Context: an optimization exercise on an open-source flow, tuned for small area and a short achievable clock period. The choices shown serve that exercise and are no tape-out recipe. RTL that was checked went through simulation tests only; none was proved equivalent to the original. No activity file was given, so power comes from the tool's default toggle rates.

==> flow/design.v (excerpt) <==
module pio_top (
  input  wire logic        clk,
  input  wire logic        rst_n,
  input  wire logic        en,
  input  wire logic [54:0] cfg,
  input  wire logic        prog_we,
  input  wire logic [4:0]  prog_addr,
  input  wire logic [15:0] prog_data,
  input  wire logic        tx_wr,
  input  wire logic [31:0] tx_data,
  output logic             tx_full,
  input  wire logic [31:0] gpio_in,
  output logic [31:0]      pins_out,
  output logic [31:0]      pin_dirs,
  output logic [4:0]       pc
);
export LEC_CHECK = 0
export CAP_MARGIN = 20
export CORE_MARGIN = 2
export CORE_UTILIZATION = 40
export CTS_CLUSTER_DIAMETER = 80
export CTS_CLUSTER_SIZE = 22
export PLACE_DENSITY = 0.6
export SETUP_SLACK_MARGIN = 4.5
export SLEW_MARGIN = 20
export TNS_END_PERCENT = 5
create_clock -name core_clock -period 8.0 [get_ports {clk}]
run.sh (not shown) runs the stock make flow with config.mk's settings and CLKGATE_MAP_FILE= SYNTH_SCRIPT=/design/flow/synth_recipe.tcl, a recipe that flattens the netlist after the stock synthesis.
The first run completed with no timing, DRC or antenna violations.
Rerun with:
==> flow/config.mk (replaced) <==
export PLATFORM = sky130hd
export DESIGN_NAME = pio_top
export DESIGN_NICKNAME = pio_top
export VERILOG_FILES = /design/flow/design.v
export SDC_FILE = /design/flow/constraint.sdc
export NUM_CORES = 4
export LEC_CHECK = 0
export CAP_MARGIN = 0
export CORE_MARGIN = 2
export CORE_UTILIZATION = 40
export CTS_CLUSTER_DIAMETER = 100
export CTS_CLUSTER_SIZE = 30
export PLACE_DENSITY = 0.6
export SETUP_SLACK_MARGIN = 4.0
export SLEW_MARGIN = 0
Die area stays the same.
First-iteration DRC count shrinks by 7.3%.
Total power fell by 5.9%.
Final area falls by 2.3%.
Setup slack improved by 0.053 ns.
Fmax came out higher by 1.3%.
Rerun with:
--- a/flow/config.mk
+++ b/flow/config.mk
@@ -7,9 +7,7 @@
 export LEC_CHECK = 0
-export CAP_MARGIN = 0
+export CAP_MARGIN = 20
 export CORE_MARGIN = 2
 export CORE_UTILIZATION = 40
-export CTS_CLUSTER_DIAMETER = 100
-export CTS_CLUSTER_SIZE = 30
 export PLACE_DENSITY = 0.6
 export SETUP_SLACK_MARGIN = 4.0
-export SLEW_MARGIN = 0
+export SLEW_MARGIN = 20
=> Power increases by 13%; final area increases by 4.1%; critical path depth increases by 1; final cell count increases by 2.3%; hold slack gets worse by 0.0057 ns; worst setup slack gets better by 0.0060 ns.
Rerun with:
--- a/flow/config.mk
+++ b/flow/config.mk
@@ -9,5 +9,6 @@
 export CORE_MARGIN = 2
-export CORE_UTILIZATION = 40
-export PLACE_DENSITY = 0.6
-export SETUP_SLACK_MARGIN = 4.0
+export CORE_UTILIZATION = 50
+export PLACE_DENSITY = 0.65
+export SETUP_SLACK_MARGIN = 4.5
 export SLEW_MARGIN = 20
+export TNS_END_PERCENT = 5
Synthesized area stays the same.
Maximum frequency came out lower by 3.6%.
First-iteration DRC count increases by 4.9%.
Register-to-register slack got worse by 0.22 ns.

========
Starting RTL as in the previous note.
==> flow/config.mk <==
export PLATFORM = sky130hd
export DESIGN_NAME = pio_top
export DESIGN_NICKNAME = pio_top
export VERILOG_FILES = /design/flow/design.v
export SDC_FILE = /design/flow/constraint.sdc
export NUM_CORES = 4
export LEC_CHECK = 0
export CAP_MARGIN = 0
export CORE_MARGIN = 2
export CORE_UTILIZATION = 40
export CTS_CLUSTER_DIAMETER = 80
export CTS_CLUSTER_SIZE = 22
export PLACE_DENSITY = 0.6
export SETUP_SLACK_MARGIN = 4.5
export SLEW_MARGIN = 0
export TNS_END_PERCENT = 5
==> flow/constraint.sdc <==
create_clock -name core_clock -period 8.0 [get_ports {clk}]
set_input_delay 1.6000 -clock core_clock [delete_from_list [all_inputs] [get_ports {clk}]]
set_output_delay 1.6000 -clock core_clock [all_outputs]
set_load 0.01 [all_outputs]
The first run completed and failed the layout checks on capacitance limit, slew limit.
Then changed:
Settings changed: CAP_MARGIN 0 to 20, CTS_CLUSTER_DIAMETER 80 to 100, CTS_CLUSTER_SIZE 22 to 30, SETUP_SLACK_MARGIN 4.5 to 4.0, SLEW_MARGIN 0 to 20, TNS_END_PERCENT 5 to default.
Outcome: This time the run produced a clean layout. Global-route usage falls by 0.45 points. Critical path depth came out higher by 2. Sequential share of layout area climbs by 0.82 points. Die area is unchanged.
Then changed:
Settings changed: CORE_UTILIZATION 40 to 50, CTS_CLUSTER_DIAMETER 100 to default, CTS_CLUSTER_SIZE 30 to default, PLACE_DENSITY 0.6 to 0.65, TNS_END_PERCENT from default to 5.
Total power went up by 9.0%; sequential cell count stays the same; critical path depth rose by 1; clock skew is lower by 0.037 ns; maximum frequency is lower by 2.9%; area after synthesis does not change; wire length is lower by 2.9%; global-route usage climbs by 7.1 points; count of clock-buffer cells in the layout went up by 74; final area goes up by 1.1%; setup slack gets worse by 0.12 ns.

========
run 4:
Another version of the RTL of pio_top (not shown whole).
For scale: roughly 820 flip-flops, ~220 I/O pins, about 41,000 um2 of cells after synthesis.
Settings: LEC_CHECK=0, CAP_MARGIN=20, CORE_MARGIN=2, CORE_UTILIZATION=55, PLACE_DENSITY=0.7, SETUP_SLACK_MARGIN=5.0, SLEW_MARGIN=20; clock period 8.0 ns.
### run 4 -> run 3
# run 4
export LEC_CHECK = 0
export CAP_MARGIN = 20
export CORE_MARGIN = 2
export CORE_UTILIZATION = 55
export PLACE_DENSITY = 0.7
export SETUP_SLACK_MARGIN = 5.0
export SLEW_MARGIN = 20
create_clock -name core_clock -period 8.0 [get_ports {clk}]
# run 3
export LEC_CHECK = 0
export CAP_MARGIN = 20
export CORE_MARGIN = 2
export CORE_UTILIZATION = 40
export PLACE_DENSITY = 0.6
export SETUP_SLACK_MARGIN = 4.0
export SLEW_MARGIN = 20
create_clock -name core_clock -period 8.0 [get_ports {clk}]
==> comparison <==
- Run 3: done, clean on timing, DRC and antenna
- Between run 4 and run 3, the cell count went up.
- Looking at worst hold slack, run 3 sits below run 4.
- Compared with run 4, run 3 ends up with a smaller final cell area.
- Changes observed in run 3 relative to run 4: global-route usage down 12 points; transition at the pin with the smallest max-transition slack down 0.13 ns.
- Summary of the comparison: clock network power is higher in run 3, relative to run 4.
- Run 3 gives less minimum clock period than run 4 did.
No run of this note included a check of the RTL's function; only the layout flow was run.

[separate check: timing with driven ports]
How much do the figures lean on ideal ports? The routed layouts below were timed once more, with nothing changed but the port constraints. Step 1: set_driving_cell puts a clkbuf_16 on clk and a buf_2 on each other input, an assumption about the parent block. Step 2 moves the port delays by t, midway between the first and last clock arrival at a register: inputs arrive t later, outputs are due t later. That takes back most of the time a late clock gives input paths. Slacks: ideal / step 1 / step 2; pairs: ideal / step 1.
run	t, ns	slack for setup (ns)	worst setup path after step 2
the first run of note 1	0.764	3.909 / 3.864 / 3.100	input to register
the second run of note 1	0.727	3.962 / 3.925 / 3.198	input to register
the third run of note 1	0.740	3.968 / 3.952 / 3.212	input to register
the fourth run of note 1	0.744	3.819 / 3.819 / 3.133	input to register
the first run of note 2	0.768	3.878 / 3.831 / 3.063	input to register
the second run of note 2	0.732	3.954 / 3.920 / 3.188	input to register
the third run of note 2	0.748	3.834 / 3.881 / 3.134	input to register
run 4	0.736	3.297 / 3.314 / 2.609	input to register
run 3	0.728	3.552 / 3.569 / 2.846	input to register
The setup slack of the first run of note 2, which loses most, moves by -0.047 ns with the drivers and by -0.815 ns with both steps.
